What follows belongs to an exercise in optimizing a design on an open flow for small area, a short achievable clock period and few clock cycles per item; a production flow would make more cautious choices. The RTL was checked by simulation tests, not by an equivalence proof against the original design. No activity file was given, so power comes from the tool's default toggle rates.

**design.v**
```verilog
`default_nettype none
package rv_isa_pkg;
    localparam int XLEN     = 32;    
    localparam int REG_AW   = 5;     
    localparam int NUM_REGS = 32;    
    localparam logic [6:0] OP     = 7'b0110011;    
    localparam logic [6:0] OP_IMM = 7'b0010011;    
    localparam logic [6:0] LUI    = 7'b0110111;
    localparam logic [6:0] LOAD   = 7'b0000011;
    localparam logic [6:0] STORE  = 7'b0100011;
    localparam logic [2:0] F3_ADD_SUB = 3'b000;
    localparam logic [2:0] F3_SLL     = 3'b001;
    localparam logic [2:0] F3_SLT     = 3'b010;
    localparam logic [2:0] F3_SLTU    = 3'b011;
    localparam logic [2:0] F3_XOR     = 3'b100;
    localparam logic [2:0] F3_SR      = 3'b101;    
    localparam logic [2:0] F3_OR      = 3'b110;
    localparam logic [2:0] F3_AND     = 3'b111;
    localparam logic [2:0] F3_LW_SW   = 3'b010;    
    localparam logic [3:0] ALU_ADD    = 4'b0000;
    localparam logic [3:0] ALU_SLL    = 4'b0001;
    localparam logic [3:0] ALU_SLT    = 4'b0010;
    localparam logic [3:0] ALU_SLTU   = 4'b0011;
    localparam logic [3:0] ALU_XOR    = 4'b0100;
    localparam logic [3:0] ALU_SRL    = 4'b0101;
    localparam logic [3:0] ALU_OR     = 4'b0110;
    localparam logic [3:0] ALU_AND    = 4'b0111;
    localparam logic [3:0] ALU_SUB    = 4'b1000;
    localparam logic [3:0] ALU_SRA    = 4'b1101;
    localparam logic [3:0] ALU_PASS_B = 4'b1111;     
    localparam logic [31:0] NOP_INST = 32'h0000_0013;    
endpackage : rv_isa_pkg
`default_nettype wire
`default_nettype none
package rv_pipe_pkg;
    typedef struct packed {
        logic        valid;
        logic [31:0] inst;
        logic [31:0] pc;
    } if_id_t;
    typedef struct packed {
        logic        valid;
        logic [4:0]  rs1;         
        logic [4:0]  rs2;
        logic [4:0]  rd;
        logic        we;          
        logic        is_load;
        logic        is_store;
        logic [3:0]  alu_op;
        logic        use_imm;     
        logic [31:0] rs1_data;
        logic [31:0] rs2_data;
        logic [31:0] imm;
    } id_ex_t;
    typedef struct packed {
        logic        valid;
        logic [4:0]  rd;
        logic        we;
        logic        is_load;
        logic        is_store;
        logic [31:0] result;       
        logic [31:0] store_data;   
    } ex_ma_t;
    typedef struct packed {
        logic        we;
        logic [4:0]  rd;
        logic [31:0] data;
    } wb_t;
    localparam logic [1:0] FWD_NONE = 2'b00;
    localparam logic [1:0] FWD_MA   = 2'b01;
    localparam logic [1:0] FWD_WB   = 2'b10;
endpackage : rv_pipe_pkg
`default_nettype wire
`timescale 1ns/100ps
`default_nettype none
module rv_regfile (
    input  logic        clk,
    input  logic        we,        
    input  logic [4:0]  wa,
    input  logic [31:0] wd,
    input  logic [4:0]  ra1,
    input  logic [4:0]  ra2,
    output logic [31:0] rd1,
    output logic [31:0] rd2
);
    logic [31:0] rf [1:31];
    always_ff @(posedge clk) begin
        for (int i = 1; i < 32; i++)
            if (we && wa == 5'(i))
                rf[i] <= wd;
    end
    always_comb begin
        rd1 = '0;
        rd2 = '0;
        for (int i = 1; i < 32; i++) begin
            rd1 = rd1 | ({32{ra1 == 5'(i)}} & rf[i]);
            rd2 = rd2 | ({32{ra2 == 5'(i)}} & rf[i]);
        end
    end
endmodule
`default_nettype wire
`timescale 1ns/100ps
`default_nettype none
module riscv_small #(
    parameter logic [31:0] RESET_PC = '0
) (
    input  logic        clk,
    input  logic        rst_n,
    input  logic        inst_ready,    
    input  logic [31:0] inst_data,
    output logic [31:0] inst_addr,
    output logic        inst_rd_en,
    input  logic        data_ready,    
    input  logic [31:0] data_rd,
    output logic        data_rd_en,
    output logic        data_wr_en,
    output logic [31:0] data_wr,
    output logic [31:0] data_addr
);
    localparam int FD = 3;             
    logic [31:2] pc;
    logic        rd_en_q;              
    logic [31:0] fq [FD];              
    logic [FD:0] fv;                   
    logic [FD:0] fvp;                  
    logic        e_we, e_ld, e_st;     
    logic [4:0]  e_rd;
    logic [31:0] e_a, e_b;             
    logic [31:0] e_sd;                 
    logic        e_fbM;
    logic        e_sub, e_sadd, e_sslt, e_ssh, e_left, e_arith;
    logic        e_sxor, e_sor, e_sand, e_scmp;
    logic        m_we, m_rden, m_wren;
    logic        m_mem;                
    logic        m_ldw;                
    logic [4:0]  m_rd;
    logic [31:0] m_res, m_sd;
    logic [31:0] m_fwd;                
    logic [31:0] m_val;
    logic stall, hold, d_go, cons, acc;
    assign stall = m_mem & !data_ready;
    assign inst_addr  = {pc, 2'b00};
    assign inst_rd_en = rd_en_q;
    assign acc = rd_en_q & inst_ready & (!fv[FD-1] | (fv[0] & !hold & !m_mem));
    assign fvp        = {fv[FD-1:0], 1'b1};
    always_ff @(posedge clk or negedge rst_n) begin
        if (!rst_n) begin
            pc      <= RESET_PC[31:2];
            rd_en_q <= 1'b0;
            fv      <= '0;
        end else begin
            rd_en_q <= 1'b1;
            if (acc)
                pc <= pc + 30'd1;
            for (int i = 0; i < FD; i++) begin
                if (cons)
                    fv[i] <= fv[i+1] | (acc & fv[i]);
                else
                    fv[i] <= fv[i] | (acc & fvp[i]);
            end
        end
    end
    logic [6:0]  in_opc;
    logic [2:0]  in_f3;
    logic        in_op, in_opi, in_lui, in_ld, in_st;
    logic [31:0] in_word;
    assign in_opc  = inst_data[6:0];
    assign in_f3   = inst_data[14:12];
    assign in_op   = in_opc == 7'b0110011;
    assign in_opi  = in_opc == 7'b0010011;
    assign in_lui  = in_opc == 7'b0110111;
    assign in_ld   = in_opc == 7'b0000011 && in_f3 == 3'b010;
    assign in_st   = in_opc == 7'b0100011 && in_f3 == 3'b010;
    assign in_word = {inst_data[31:7], in_op, in_opi, in_lui, in_ld, in_st,
                      in_op | in_opi | in_ld | in_st,
                      (in_op | in_opi | in_lui | in_ld) && inst_data[11:7] != 5'd0};
    always_ff @(posedge clk) begin
        for (int i = 0; i < FD; i++) begin
            if (cons)
                fq[i] <= (i + 1 < FD && fv[i+1]) ? fq[(i+1) % FD] : in_word;
            else if (!fv[i])
                fq[i] <= in_word;
        end
    end
    logic [31:0] inst;
    logic [2:0]  f3;
    logic [4:0]  rs1, rs2, rd;
    logic        is_op, is_opi, is_lui, is_ld, is_st, is_alu;
    logic        use1, use2, d_we;
    logic [31:0] r1, r2, imm;
    assign inst   = fq[0];
    assign f3     = inst[14:12];
    assign rs1    = inst[19:15];
    assign rs2    = inst[24:20];
    assign rd     = inst[11:7];
    assign is_op  = inst[6];
    assign is_opi = inst[5];
    assign is_lui = inst[4];
    assign is_ld  = inst[3];
    assign is_st  = inst[2];
    assign is_alu = is_op | is_opi;
    assign use1   = inst[1];
    assign use2   = is_op | is_st;
    assign d_we   = inst[0];
    logic [31:0] q1, q2;
    rv_regfile u_rf (
        .clk(clk), .we(m_we), .wa(m_rd), .wd(m_val),
        .ra1(rs1), .ra2(rs2), .rd1(q1), .rd2(q2)
    );
    logic wt1, wt2;                                 
    assign wt1 = m_we && m_rd == rs1;
    assign wt2 = m_we && m_rd == rs2;
    assign r1  = wt1 ? m_val : q1;
    assign r2  = wt2 ? m_val : q2;
    assign imm = is_lui ? {inst[31:12], 12'b0} :
                 is_st  ? {{20{inst[31]}}, inst[31:25], inst[11:7]} :
                          {{20{inst[31]}}, inst[31:20]};
    assign hold = e_we && ((e_ld && use1 && e_rd == rs1) || ((e_ld || is_op) && use2 && e_rd == rs2));
    assign d_go = !stall && !hold;
    assign cons = fv[0] && d_go;
    logic faM, fbM, sub_d;
    assign sub_d = (is_op && f3 == 3'b000 && inst[30]) || (is_alu && f3[2:1] == 2'b01);
    assign faM = use1 && e_we && e_rd == rs1;
    assign fbM = use2 && e_we && e_rd == rs2;
    always_ff @(posedge clk or negedge rst_n) begin
        if (!rst_n) begin
            e_we <= 1'b0;
            e_ld <= 1'b0;
            e_st <= 1'b0;
        end else if (!stall) begin
            e_we <= fv[0] && !hold && d_we;
            e_ld <= fv[0] && !hold && is_ld;
            e_st <= fv[0] && !hold && is_st;
        end
    end
    always_ff @(posedge clk) begin
        if (!stall) begin
            e_rd    <= rd;
            e_a     <= (is_lui || faM) ? 32'd0 : r1;    
            e_b     <= (is_op ? r2 : imm) ^ {32{sub_d}};
            e_sd    <= r2;
            e_fbM   <= fbM;
            e_sub   <= sub_d;
            e_sadd  <= !is_alu || f3 == 3'b000;
            e_sslt  <= is_alu && f3 == 3'b010;
            e_scmp  <= is_alu && f3[2:1] == 2'b01;
            e_ssh   <= is_alu && f3[1:0] == 2'b01;
            e_left  <= !f3[2];
            e_arith <= inst[30];
            e_sxor  <= is_alu && f3 == 3'b100;
            e_sor   <= is_alu && f3 == 3'b110;
            e_sand  <= is_alu && f3 == 3'b111;
        end
    end
    logic [31:0] op_a, rs2v, op_b, bx, sum, shin, shr, shres, res;
    logic        cout;
    assign op_a = e_a | m_fwd;
    assign rs2v = e_fbM ? m_res : e_sd;             
    assign bx   = e_b;                              
    assign op_b = e_b;                              
    logic [32:0] kg [6];
    logic [32:0] kp [6];
    assign kg[0] = {op_a & bx, e_sub};
    assign kp[0] = {op_a ^ bx, 1'b0};
    for (genvar l = 0; l < 5; l++) begin : g_ks
        for (genvar i = 0; i < 33; i++) begin : g_bit
            if (i >= (1 << l)) begin : g_op
                assign kg[l+1][i] = kg[l][i] | (kp[l][i] & kg[l][i - (1 << l)]);
                assign kp[l+1][i] = kp[l][i] & kp[l][i - (1 << l)];
            end else begin : g_pass
                assign kg[l+1][i] = kg[l][i];
                assign kp[l+1][i] = kp[l][i];
            end
        end
    end
    assign sum  = kp[0][32:1] ^ kg[5][31:0];
    assign cout = kg[5][32] | kp[5][32];
    logic lt;
    assign lt   = (e_sslt && !kp[0][32]) ? op_a[31] : !cout;
    always_comb begin
        for (int i = 0; i < 32; i++)
            shin[i] = e_left ? op_a[31-i] : op_a[i];
    end
    assign shr = $unsigned($signed({e_arith & !e_left & op_a[31], shin}) >>> op_b[4:0]);
    always_comb begin
        for (int i = 0; i < 32; i++)
            shres[i] = e_left ? shr[31-i] : shr[i];
    end
    logic [31:0] other;
    assign other = {31'd0, e_scmp & lt}
                 | ({32{e_ssh}}  & shres)
                 | ({32{e_sxor}} & (op_a ^ op_b))
                 | ({32{e_sor}}  & (op_a | op_b))
                 | ({32{e_sand}} & (op_a & op_b));
    assign res   = ({32{e_sadd}} & sum) | other;
    always_ff @(posedge clk or negedge rst_n) begin
        if (!rst_n) begin
            m_we   <= 1'b0;
            m_rden <= 1'b0;
            m_wren <= 1'b0;
            m_mem  <= 1'b0;
            m_ldw  <= 1'b0;
        end else if (!stall) begin
            m_we   <= e_we;
            m_rden <= e_ld;
            m_wren <= e_st;
            m_mem  <= e_ld | e_st;
            m_ldw  <= e_ld & e_we;
        end
    end
    always_ff @(posedge clk) begin
        if (!stall) begin
            m_rd  <= e_rd;
            m_res <= res;
            m_fwd <= faM ? res : 32'd0;
            m_sd  <= rs2v;
        end
    end
    assign data_addr  = m_res;
    assign data_wr    = m_sd;
    assign data_rd_en = m_rden;
    assign data_wr_en = m_wren;
    assign m_val = m_ldw ? data_rd : m_res;
endmodule
`default_nettype wire
```
**standard.sh**
```bash
#!/bin/bash
# synth_recipe.tcl (not shown) runs the flow's synth.tcl, then flattens the netlist and writes it again
# the make line also repeats each setting of config.mk as NAME=value (left out here)
make -C /OpenROAD-flow-scripts/flow DESIGN_CONFIG=/design/flow/config.mk WORK_HOME=/design/flow/orfs CLKGATE_MAP_FILE= SYNTH_SCRIPT=/design/flow/synth_recipe.tcl "${@:-finish}"
```
**flow/run.sh**
```bash
#!/bin/bash
# Standard layout, with plain buffers (not delay cells) on the ports.
set -euo pipefail
export BUFFER_PORTS_ARGS="-buffer_cell sky130_fd_sc_hd__buf_2"
bash standard.sh > standard_flow.log 2>&1
```
**constraint.sdc**
```tcl
create_clock -name core_clock -period 8.0 [get_ports {clk}]
set_input_delay 1.6000 -clock core_clock [delete_from_list [all_inputs] [get_ports {clk}]]
set_output_delay 1.6000 -clock core_clock [all_outputs]
set_load 0.01 [all_outputs]
```
**config.mk**
```make
export PLATFORM = sky130hd
export DESIGN_NAME = riscv_small
export DESIGN_NICKNAME = riscv_small
export VERILOG_FILES = /design/flow/design.v
export SDC_FILE = /design/flow/constraint.sdc
export NUM_CORES = 4
export LEC_CHECK = 0
export CAP_MARGIN = 20
export CORE_MARGIN = 2
export CORE_UTILIZATION = 40
export CTS_CLUSTER_DIAMETER = 60
export CTS_CLUSTER_SIZE = 20
export SETUP_SLACK_MARGIN = 4.8
export SLEW_MARGIN = 20
export TNS_END_PERCENT = 100
```
==> flow_metrics.py, run 1 <==
metrics = {
    "outcome": {
        "outcome": "complete, no violations",
    },
    "setup_path": {
        "r2r_cells": 9,
        "critPathRequiredTime_ns": 8.48,
        "path_max_fanout": 17,
        "crit_top_cell": "buf_4",
        "path_class": "reg2reg",
        "worst_path_max_delay_cell": "or3b_2",
        "path_buf_inv": 3,
        "path_depth": 9,
        "cp.arrival_ns": 3.85,
        "cp_cell_sequence": "buf_4 > or3b_2 > nor2_4 > buf_4 > buf_6 > a22oi_1 > nand3_1 > nor3_1 > a21oi_2",
        "critPathMaxStageDelay_ns": 0.61,
        "path_delay_family": "buffers and inverters",
        "end_kind": "register",
        "worstSetupStartpointType": "register",
    },
    "finish": {
        "nNetsFinal": 5294,
        "final_core_util_pct": 47.8,
        "layout_commonest_cell": "edfxtp_1",
        "areaGrowthSynthToFinish_pct": 18.5,
        "drive_gt1_share_pct": 23.3,
        "mostFrequentLayoutCells": "edfxtp_1, a22oi_1, nand2_1, buf_4, a21oi_1",
    },
    "drt": {
        "detail_route.iter0.violations": 12883,
        "remaining_drc_errors": 0,
        "vias_per_cell": 7.46,
        "postRouteAntennaNets": 0,
        "post_drt_wl_per_cell_microns": 41.6,
        "drt_pre_antenna_iters": 14,
        "routed_wl_microns": 304000,
        "via_count": 54516,
    },
    "timing": {
        "maxSlewHeadroom_pct": 14.6,
        "rsz0062_at_grt": "true",
        "layout_min_cycle_time_ns": 3.37,
        "fmax_mhz": 297,
        "post-route-period-util_pct": 42.1,
        "finalSetupTns_ns": 0,
        "final_max_slew_viol_count": 0,
        "worst_slew_pin_slew_ns": 1.28,
        "finalHoldViolations": 0,
        "setup_viol": 0,
        "whs_ns": 0.456,
        "clock_skew_ns": 0.0554,
    },
    "cts": {
        "clk_path_buf_depth": 3,
        "cts_tree": "done",
        "clk_pin_slew_ns": 0.08,
        "tritoncts_num_sinks": 1343,
        "cts_root_buf": "clkbuf_16",
        "clk_latency_ns": 0.80,
        "cts_inserted_buffers": 106,
        "htree_levels": 3,
    },
    "global_routing": {
        "grt-ovfl-total": 0,
        "grt_pass1_wl_microns": 405000,
        "grt_pass1_vias": 49334,
        "antenna_found_initial": 27,
        "track_usage_pct": 36.9,
        "grt_max_degree": 82,
    },
    "logic_synthesis": {
        "yosysTopAreaCell": "edfxtp_1",
        "synth_area_per_cell_sq_um": 12.8,
        "ys_ff_latch": 1343,
        "synthArstFlopShare_pct": 3.13,
        "ys_top_cells_by_area": "edfxtp_1, a22oi_1, a221oi_1",
        "synth_edf_count": 1237,
        "synth_top_area_share_pct": 59.6,
        "synthCells": 4877,
        "yosysWarnings": 6,
        "synth_cell_types": 96,
        "syn_area_sq_um": 62300,
        "synthFlopType": "edfxtp_1",
        "ys_seq_area_share_pct": 63.4,
    },
    "worst_hold_path": {
        "min_path_cells": 0,
        "hp-class": "reg2reg",
    },
    "job": {
        "cap_violations": 0,
    },
    "die": {
        "dieArea_sq_um": 159000,
        "core_sq_um": 154000,
        "die_h_microns": 399,
        "pin_count": 167,
        "start_util_pct": 40.3,
        "rows": 144,
        "dieWidth_microns": 399,
    },
    "placement": {
        "dp_hpwl_microns": 169000,
        "port_buffers": 164,
        "gp_congestion": 0.988,
    },
    "power_and_ir_drop": {
        "peakVddDrop_mv": 0.180,
        "power_mw": 17.6,
        "leakagePower_nw": 25.5,
        "pwr_density_cell_nw_per_um2": 238,
    },
}
==> Yosys cell counts (31+ instances only) <==
cell	instances
edfxtp_1	1237
a22oi_1	610
nand2_1	349
clkbuf_1	307
nor2_1	238
a21oi_1	200
o21ai_0	182
nand3_1	165
a221oi_1	159
a22o_1	155
nor3_1	100
inv_1	99
mux2_2	74
xnor2_1	72
nand4_1	69
a222oi_1	65
ha_1	65
dfxtp_1	64
a31oi_1	45
dfrtp_1	42
o22ai_1	40
and2_1	36
mux4_2	32
mux2i_1	31
==> timing repair <==
action,in CTS,in global routing
pin swaps,81,70
cloned,11,5
setup endpoints to repair,250,473
hold buffers,0,0
buffers inserted,141,80
gates resized for setup,286,160
==> cell type report <==
class                           count  area (sq um)
Fill cell                       13403         80600
Sequential cell                  1343         39500
Multi-Input combinational cell   3071         23100
Timing Repair Buffer              528          4410
Clock buffer                      115          2710
Tap cell                         2044          2560
Clock inverter                     79           913
Inverter                          109           559
Antenna cell                       16          40.0
Timing Repair inverter              1          16.3
==> cells by family after synthesis <==
| family | Yosys count | synth area share (%) |
|---|---|---|
| multiplexers | 143 | 3.25 |
| buffers and inverters | 471 | 3.07 |
| AO/OA/AOI/OAI | 1638 | 19.2 |
| other | 2 | 0.0121 |
| adder cells (fa/ha/maj) | 66 | 1.34 |
| XOR/XNOR | 97 | 1.36 |
| flip-flops | 1343 | 63.4 |
| AND/OR/NAND/NOR | 1117 | 8.42 |
==> per-layer routing <==
layer | vias to the layer above | global-route usage (%) | share of wire (%)
met2 | 6230 | 51.2 | 40
met1 | 26196 | 46.6 | 33
met4 | 36 | 24.7 | 9.3
met5 | - | 1.73 | 0.17
li1 | 20213 | - | -
met3 | 1841 | 15.8 | 18
==> worst paths after layout <==
check / slack [ns] / end / start
max: 4.63 / e_a[12] / fq[0][17]
min in group asynchronous: 0.91 / m_rden / rst_n
max in group asynchronous: 6.62 / m_ldw / rst_n
min reg2reg: 0.46 / e_rd[4] / fq[0][11]
max reg2reg: 4.63 / e_a[12] / fq[0][17]
min: 0.46 / e_rd[4] / fq[0][11]
==> state kept, by name (all words and copies together), names as in the netlist, 3 cells and up <==
| signal | cells |
|---|---|
| u_rf.rf | 992 |
| pc | 30 |
| fv | 3 |
| e_rd | 5 |
| e_a | 32 |
| e_sd | 32 |
| m_res | 32 |
| m_rd | 5 |
| m_fwd | 32 |
| m_sd | 32 |
| e_b | 32 |
| fq | 96 |
==> metrics by stage <==
stage / cells / instance area, sq um / worst slack, ns
2_1_floorplan: 4878 / 62500 / 4.56
3_3_place_gp: 6858 / 65900 / 3.26
3_5_place_dp: 6859 / 65900 / 3.22
4_1_cts: 7205 / 72300 / 4.58
5_1_grt: 7293 / 73800 / 4.59
6_report: 7306 / 73800 / 4.63
==> report_power, final <==
part	leakage (nW)	switching, mW	internal (mW)
clock	1.76	2.87	2.80
sequential	12.7	0.243	8.52
combinational	11.0	2.14	0.977
total	25.5	5.25	12.3
Testbench counts, summed over its fixed seeds: cycles 15,402, insts 11,832.
==> run 2: changes to the inputs <==
==> config.mk (replaced) <==
export PLATFORM = sky130hd
export DESIGN_NAME = riscv_small
export DESIGN_NICKNAME = riscv_small
export VERILOG_FILES = /design/flow/design.v
export SDC_FILE = /design/flow/constraint.sdc
export NUM_CORES = 4
export LEC_CHECK = 0
export CAP_MARGIN = 10
export CORE_MARGIN = 2
export CORE_UTILIZATION = 40
export CTS_CLUSTER_DIAMETER = 60
export CTS_CLUSTER_SIZE = 20
export SETUP_SLACK_MARGIN = 4.6
export SLEW_MARGIN = 10
export TNS_END_PERCENT = 100
==> run 2 against run 1 <==
Critical endpoint is now m_fwd[0]. Total power shrank 0.65%. Worst hold slack gained 0.0044 ns. Sequential power grew 0.6%. Cell count shrank 1.7%. Maximum frequency shrank 5.0%. Global-route usage shrank 0.36 points. Design area shrank 2.5%. Die area is the same. Combinational power shrank 7.7%. Highest routed layer unchanged. Critical path depth grew 1.
==> flow_metrics.py, run 2 <==
metrics = {
    "logic_synthesis": {
        "synthFlopType": "edfxtp_1",
        "synth_area_per_cell_sq_um": 12.8,
        "synth_most_common_cell": "edfxtp_1",
        "synth_edf_count": 1237,
        "yosysWarnings": 6,
        "syn_area_sq_um": 62300,
        "ys_seq_area_share_pct": 63.4,
        "synth_cell_types": 96,
        "yosysTopAreaCell": "edfxtp_1",
        "synthCells": 4877,
        "synth_common_cells": "edfxtp_1, a22oi_1, nand2_1",
        "synth_top_area_share_pct": 59.6,
        "ys_ff_latch": 1343,
        "ys_top_cells_by_area": "edfxtp_1, a22oi_1, a221oi_1",
        "synthArstFlopShare_pct": 3.13,
    },
    "power_and_ir_drop": {
        "power_mw": 17.4,
        "switchingPower_mw": 5.22,
        "peakVddDrop_mv": 0.185,
        "leakagePower_nw": 24.6,
        "p_comb_share_pct": 16.4,
        "pwr_density_cell_nw_per_um2": 242,
        "p_seq_share_pct": 50.6,
        "p_int_mw": 12.2,
        "clockPowerShare_pct": 33.0,
        "p_sw_share_pct": 30.0,
    },
    "cts": {
        "cts_inserted_buffers": 106,
        "clk_path_buf_depth": 3,
        "cts_tree": "done",
        "clk_pin_slew_ns": 0.08,
        "htree_levels": 3,
        "clk_latency_ns": 0.80,
        "cts_root_buf": "clkbuf_16",
        "tritoncts_num_sinks": 1343,
    },
    "finish": {
        "drive_gt1_share_pct": 20.1,
        "mostFrequentLayoutCells": "edfxtp_1, a22oi_1, nand2_1, buf_4, a21oi_1",
        "areaGrowthSynthToFinish_pct": 15.5,
        "top_register": "u_rf.rf",
        "stdcell_area_sq_um": 71900,
        "top_regs": "u_rf.rf: 992 flops, fq: 96 flops",
        "layout_commonest_cell": "edfxtp_1",
        "largest_register_ffs": 992,
        "nNetsFinal": 5176,
        "final_core_util_pct": 46.6,
    },
    "setup_path": {
        "end_kind": "register",
        "crit_path_end": "m_fwd[0]",
        "r2r_cells": 10,
        "reg2reg_to": "m_fwd[0]",
        "path_class": "reg2reg",
        "path_max_fanout": 5,
        "r2r_start": "e_a[11]",
        "worstSetupStartpointType": "register",
        "cp.arrival_ns": 4.08,
        "regToRegSetupSlack_ns": 4.45,
        "critPathRequiredTime_ns": 8.53,
        "crit_start": "e_a[11]",
    },
    "worst_hold_path": {
        "hp-class": "reg2reg",
    },
    "placement": {
        "gp_congestion": 0.978,
        "port_buffers": 164,
        "dp_hpwl_microns": 168000,
        "place_area_sq_um": 65900,
    },
    "drt": {
        "via_count": 53190,
        "vias_per_cell": 7.41,
        "detail_route.iter0.violations": 12178,
        "drt_pre_antenna_iters": 15,
        "routed_wl_microns": 299000,
        "postRouteAntennaNets": 0,
        "remaining_drc_errors": 0,
        "post_drt_wl_per_cell_microns": 41.6,
    },
    "global_routing": {
        "antenna_found_initial": 23,
        "grt_pass1_wl_microns": 401000,
        "grt_pass1_vias": 49050,
        "grt_max_degree": 83,
        "track_usage_pct": 36.6,
        "grt-ovfl-total": 0,
    },
    "timing": {
        "final_max_slew_viol_count": 0,
        "rsz0062_at_grt": "true",
        "finalHoldViolations": 0,
        "clock_skew_ns": 0.0634,
        "layout_min_cycle_time_ns": 3.55,
        "setup_viol": 0,
        "finalSetupTns_ns": 0,
        "maxSlewHeadroom_pct": 20.2,
        "worst_slew_pin_slew_ns": 1.20,
        "fmax_mhz": 282,
        "post-route-period-util_pct": 44.3,
    },
    "die": {
        "start_util_pct": 40.3,
        "pin_count": 167,
        "die_h_microns": 399,
        "dieArea_sq_um": 159000,
        "dieWidth_microns": 399,
        "core_sq_um": 154000,
        "rows": 144,
    },
    "job": {
        "cap_violations": 0,
    },
    "outcome": {
        "outcome": "complete, no violations",
    },
}
==> run 2: cell counts after synthesis <==
No cell type changed its count.
==> run 2: worst min path at each step <==
| stage | endpoint | depth (start not counted) | from | slack, ns |
|---|---|---|---|---|
| 2_1_floorplan | fq[2][0] | 2 | fq[2][0] | 0.43 |
| 6_report | fq[2][31] | 2 | fq[2][31] | 0.46 |
| 3_5_place_dp | fq[2][4] | 2 | fq[2][4] | 0.44 |
| 4_1_cts | e_ld | 1 | fq[0][3] | 0.45 |
| 3_3_place_gp | fq[2][6] | 2 | fq[2][6] | 0.43 |
| 5_1_grt | e_rd[2] | 0 | fq[0][9] | 0.47 |
==> run 2: kinds of logic after synthesis <==
| family | after synthesis | share of synthesized area (%) |
|---|---|---|
| DFF | 1343 | 63.4 |
| AOI/OAI and AO/OA | 1638 | 19.2 |
| muxes | 143 | 3.25 |
| xor gates and xnor gates | 97 | 1.36 |
| adders and majority gates | 66 | 1.34 |
| and+or+nand+nor | 1117 | 8.42 |
| other | 2 | 0.0121 |
| buffers and inverters | 471 | 3.07 |
==> run 2: cell type report <==
cell class / count / area (sq um)
Fill cell: 13665 / 82500
Sequential cell: 1343 / 39500
Multi-Input combinational cell: 3067 / 22500
Timing Repair Buffer: 414 / 3070
Clock buffer: 113 / 2690
Tap cell: 2044 / 2560
Clock inverter: 85 / 1050
Inverter: 109 / 510
Timing Repair inverter: 1 / 16.3
Antenna cell: 6 / 15.0
==> run 2: per-layer routing <==
metal	vias up	track usage (%)	part of all wire, %
met5	-	0.787	0.051
met4	18	22.7	8.5
met1	25935	46.4	33
met2	5720	51.5	41
li1	19958	-	-
met3	1559	15.3	17
==> run 2: repair_timing <==
action | in CTS | in global routing
hold buffers | 0 | 0
setup endpoints to repair | 267 | 151
resized for setup | 206 | 101
pin swaps | 33 | 28
buffers inserted | 82 | 28
cloned | 6 | 2
==> run 2: power groups by stage <==
stage | sequential [mW] | combinational (mW) | clock (mW)
final | 8.82 | 2.87 | 5.75
after global routing | 8.83 | 2.98 | 6.02
after CTS | 8.82 | 2.66 | 5.75
after detailed placement | 8.98 | 2.50 | 0
after global placement | 8.98 | 2.48 | 0
after floorplan | 8.81 | 1.40 | 0
==> run 2: critical path: stages (launching register included) <==
cell      delay [ns]
edfxtp_1        0.64
or2_4           0.39
clkinv_4        0.09
buf_4           0.12
a21oi_2         0.05
mux4_2          0.53
mux2_4          0.31
nand2_2         0.08
or4b_4          0.50
a221o_1         0.39
and2_1          0.18
==> run 2: through the flow <==
| step | cells | hold slack (ns) | setup slack (ns) |
|---|---|---|---|
| after floorplan | 4878 | 0.425 | 4.53 |
| after global placement | 6860 | 0.434 | 3.36 |
| after detailed placement | 6860 | 0.443 | 3.31 |
| after CTS | 7146 | 0.454 | 4.57 |
| after global routing | 7178 | 0.474 | 4.46 |
| final | 7182 | 0.460 | 4.45 |
==> run 3: changes to the inputs <==
==> config.mk (replaced) <==
export PLATFORM = sky130hd
export DESIGN_NAME = riscv_small
export DESIGN_NICKNAME = riscv_small
export VERILOG_FILES = /design/flow/design.v
export SDC_FILE = /design/flow/constraint.sdc
export NUM_CORES = 4
export LEC_CHECK = 0
export CAP_MARGIN = 20
export CORE_MARGIN = 2
export CORE_UTILIZATION = 40
export CTS_CLUSTER_DIAMETER = 60
export CTS_CLUSTER_SIZE = 24
export SETUP_SLACK_MARGIN = 4.5
export SLEW_MARGIN = 20
export TNS_END_PERCENT = 100
==> run 3 against run 2 <==
Still clean on timing, DRC and antenna. Critical path depth up 2. Cell count up 0.47%. Synthesized cell count unchanged. Sequential power about the same. Synthesized area unchanged. Clock skew up 0.019 ns. Sequential share of layout area down 0.14 points. Sequential cell count unchanged. Wire length up 3.4%. Via count up 2.3%. Count of clock-buffer cells in the layout unchanged. Critical path type unchanged. Largest cell class unchanged.
==> flow_metrics.py, run 3 <==
metrics = {
    "timing": {
        "timing.final.ws_setup_ns": 4.28,
        "post-route-period-util_pct": 46.5,
        "fmax_mhz": 269,
        "clock_skew_ns": 0.0822,
        "final_max_slew_viol_count": 0,
        "layout_min_cycle_time_ns": 3.72,
        "finalSetupTns_ns": 0,
        "rsz0062_at_grt": "true",
        "setup_viol": 0,
        "maxSlewHeadroom_pct": 22.0,
        "finalHoldViolations": 0,
        "worst_slew_pin_slew_ns": 1.17,
        "whs_ns": 0.461,
    },
    "power_and_ir_drop": {
        "peakVddDrop_mv": 0.205,
        "switchingPower_mw": 5.48,
        "p_sw_share_pct": 30.9,
        "p_int_mw": 12.3,
        "pwr_density_cell_nw_per_um2": 246,
        "clockPowerShare_pct": 34.2,
        "leakagePower_nw": 24.8,
        "power_mw": 17.7,
        "p_seq_share_pct": 49.8,
        "p_comb_share_pct": 16.1,
    },
    "logic_synthesis": {
        "synth_top_family_by_area": "compound AO/OA/AOI/OAI gates",
        "synthArstFlopShare_pct": 3.13,
        "synth_area_per_cell_sq_um": 12.8,
        "synth_adder_area_share_pct": 1.34,
        "synth_cell_types": 96,
        "syn_area_sq_um": 62300,
        "synthCells": 4877,
        "synth_most_common_cell": "edfxtp_1",
        "synth_xor_area_share_pct": 1.36,
        "synthSimpleGateAreaFrac_pct": 8.42,
        "muxShareOfSynthArea_pct": 3.25,
        "yosysTopAreaCell": "edfxtp_1",
        "ys_seq_area_share_pct": 63.4,
        "synthFlopType": "edfxtp_1",
        "yosysWarnings": 6,
        "synth_common_cells": "edfxtp_1, a22oi_1, nand2_1",
        "synth_edf_count": 1237,
        "synth_compound_area_share_pct": 19.2,
        "ys_ff_latch": 1343,
        "ys_top_cells_by_area": "edfxtp_1, a22oi_1, a221oi_1",
        "synth_top_area_share_pct": 59.6,
    },
    "cts": {
        "htree_levels": 3,
        "cts_root_buf": "clkbuf_16",
        "holdBufCountCts": 0,
        "tritoncts_num_sinks": 1343,
        "clk_latency_ns": 0.82,
        "clk_pin_slew_ns": 0.09,
        "clk_path_buf_depth": 3,
        "cts_inserted_buffers": 108,
        "cts_tree": "done",
    },
    "setup_path": {
        "r2r_start": "e_a[6]",
        "path_class": "reg2reg",
        "cp.arrival_ns": 4.23,
        "end_kind": "register",
        "reg2reg_to": "m_fwd[27]",
        "critPathRequiredTime_ns": 8.51,
        "path_max_fanout": 3,
        "regToRegSetupSlack_ns": 4.28,
        "worstSetupStartpointType": "register",
        "r2r_cells": 12,
    },
    "drt": {
        "drt_pre_antenna_iters": 13,
        "detail_route.iter0.violations": 13175,
        "remaining_drc_errors": 0,
        "via_count": 54401,
        "vias_per_cell": 7.54,
        "postRouteAntennaNets": 0,
        "routed_wl_microns": 309000,
        "post_drt_wl_per_cell_microns": 42.8,
    },
    "die": {
        "start_util_pct": 40.3,
        "pin_count": 167,
        "dieWidth_microns": 399,
        "die_h_microns": 399,
        "rows": 144,
        "core_sq_um": 154000,
        "dieArea_sq_um": 159000,
    },
    "finish": {
        "areaGrowthSynthToFinish_pct": 15.8,
        "largest_register_ffs": 992,
        "top_regs": "u_rf.rf: 992 flops, fq: 96 flops",
        "top_register": "u_rf.rf",
        "nNetsFinal": 5195,
        "drive_gt1_share_pct": 19.8,
        "layout_commonest_cell": "edfxtp_1",
        "fillers": 13491,
        "mostFrequentLayoutCells": "edfxtp_1, a22oi_1, nand2_1, buf_4, a21oi_1",
        "fin_cells": 7216,
    },
    "global_routing": {
        "grt-ovfl-total": 0,
        "antenna_found_initial": 28,
        "grt_pass1_wl_microns": 411000,
        "grt_pass1_vias": 48958,
        "grt_max_degree": 103,
        "track_usage_pct": 37.6,
    },
    "worst_hold_path": {
        "min_path_cells": 1,
        "worstHoldStart": "fq[0][3]",
        "hp-class": "reg2reg",
        "holdPathEnd": "e_ld",
    },
    "outcome": {
        "outcome": "complete, no violations",
    },
    "job": {
        "cap_violations": 0,
    },
    "placement": {
        "dp_cells": 6872,
        "gp_congestion": 0.973,
        "dp_hpwl_microns": 177000,
        "pre_cts_ws_ns": 3.23,
        "port_buffers": 164,
    },
}
## run 3: critical path: stages (launching register included)
cell      delay (ns)
edfxtp_1        0.61
or2_4           0.34
buf_6           0.13
ha_4            0.15
a21o_1          0.20
a311oi_4        0.38
o31ai_4         0.12
o31ai_4         0.34
buf_4           0.18
o21bai_1        0.08
or4_1           0.41
a211o_1         0.31
and2_1          0.17
## run 3: power groups by stage
stage / clock network (mW) / logic, mW / registers [mW]
6_report: 6.06 / 2.85 / 8.83
5_1_grt: 6.30 / 2.95 / 8.84
4_1_cts: 6.04 / 2.64 / 8.82
3_5_place_dp: 0 / 2.50 / 8.98
3_3_place_gp: 0 / 2.48 / 8.98
2_1_floorplan: 0 / 1.40 / 8.81
## run 3: cell type report
| type | count | area (sq um) | share of cell area [%] |
|---|---|---|---|
| diodes | 18 | 45.0 | 0.0624 |
| repair buffers | 430 | 3170 | 4.39 |
| multi-input cells | 3069 | 22400 | 31.0 |
| inverters | 109 | 487 | 0.675 |
| clock inverters | 90 | 1270 | 1.76 |
| flip-flops and latches | 1343 | 39500 | 54.7 |
| well taps | 2044 | 2560 | 3.55 |
| clock buffers | 113 | 2750 | 3.82 |
## run 3: logic make-up after synthesis
group	Yosys count
mux	143
buf+inv	471
compound gates	1638
flops	1343
simple gates	1117
fa+ha+maj	66
xor+xnor	97
other cells	2
## run 3: worst max-delay path by stage
| stage | from | to | slack [ns] | cells after the start |
|---|---|---|---|---|
| final | e_a[6] | m_fwd[27] | 4.28 | 12 |
| after global routing | e_a[6] | m_res[31] | 4.27 | 14 |
| after CTS | e_a[6] | m_fwd[27] | 4.32 | 11 |
| after detailed placement | fq[0][21] | e_b[4] | 3.23 | 9 |
| after global placement | fq[0][21] | e_b[4] | 3.35 | 9 |
| after floorplan | data_ready | fq[0][0] | 4.50 | 10 |
## run 3: metal layers
layer  track usage, %  vias to the layer above  share of wire [%]
met4             25.9                       32                9.2
met2             51.8                     6168                 40
met5            0.696                        -               0.14
li1                 -                    20031                  -
met1             46.1                    26312                 33
met3             18.2                     1858                 18
## run 3: through the flow
step	utilization, %	area (sq um)
2_1_floorplan	-	62400
4_1_cts	46.3	71400
6_report	46.7	72100
3_5_place_dp	42.8	66000
5_1_grt	46.7	72100
3_3_place_gp	42.7	66000
## run 3: what timing repair did
item | CTS | global route
buffers inserted | 83 | 31
hold endpoints to repair | 0 | 0
pin swaps | 47 | 38
resized for setup | 150 | 82
setup endpoints to repair | 179 | 144
gates cloned | 7 | 0

[separate check: timing with driven ports]
In the flow no input, the clock included, has a driving cell. The finished layouts below were timed again as built, in two steps. Step 1 assumes that a clkbuf_16 drives the clock port and a buf_2 every other input. Step 2, shift: input delay + t, output delay - t, t = (earliest + latest rising clock arrival at the registers) / 2. This alone moves slack from input paths to output paths. Three values: ideal ports, drivers, drivers and shift; two values: the first two.
run | t, ns | setup slack, ns | slew at the worst register clock pin (ns) | worst slew at a driven data input, ns | pins driven straight from the clock port
run 1 | 0.845 | 4.632 / 4.632 / 4.350 | 0.09 / 0.09 | 0.05 | 1
run 2 | 0.861 | 4.453 / 4.453 / 3.972 | 0.09 / 0.09 | 0.06 | 1
run 3 | 0.862 | 4.280 / 4.280 / 3.973 | 0.10 / 0.10 | 0.09 | 1
After both steps every run listed still meets setup and hold. The setup slack of run 2, which loses most, moves by 0.000 ns with the drivers and by -0.481 ns with both steps.
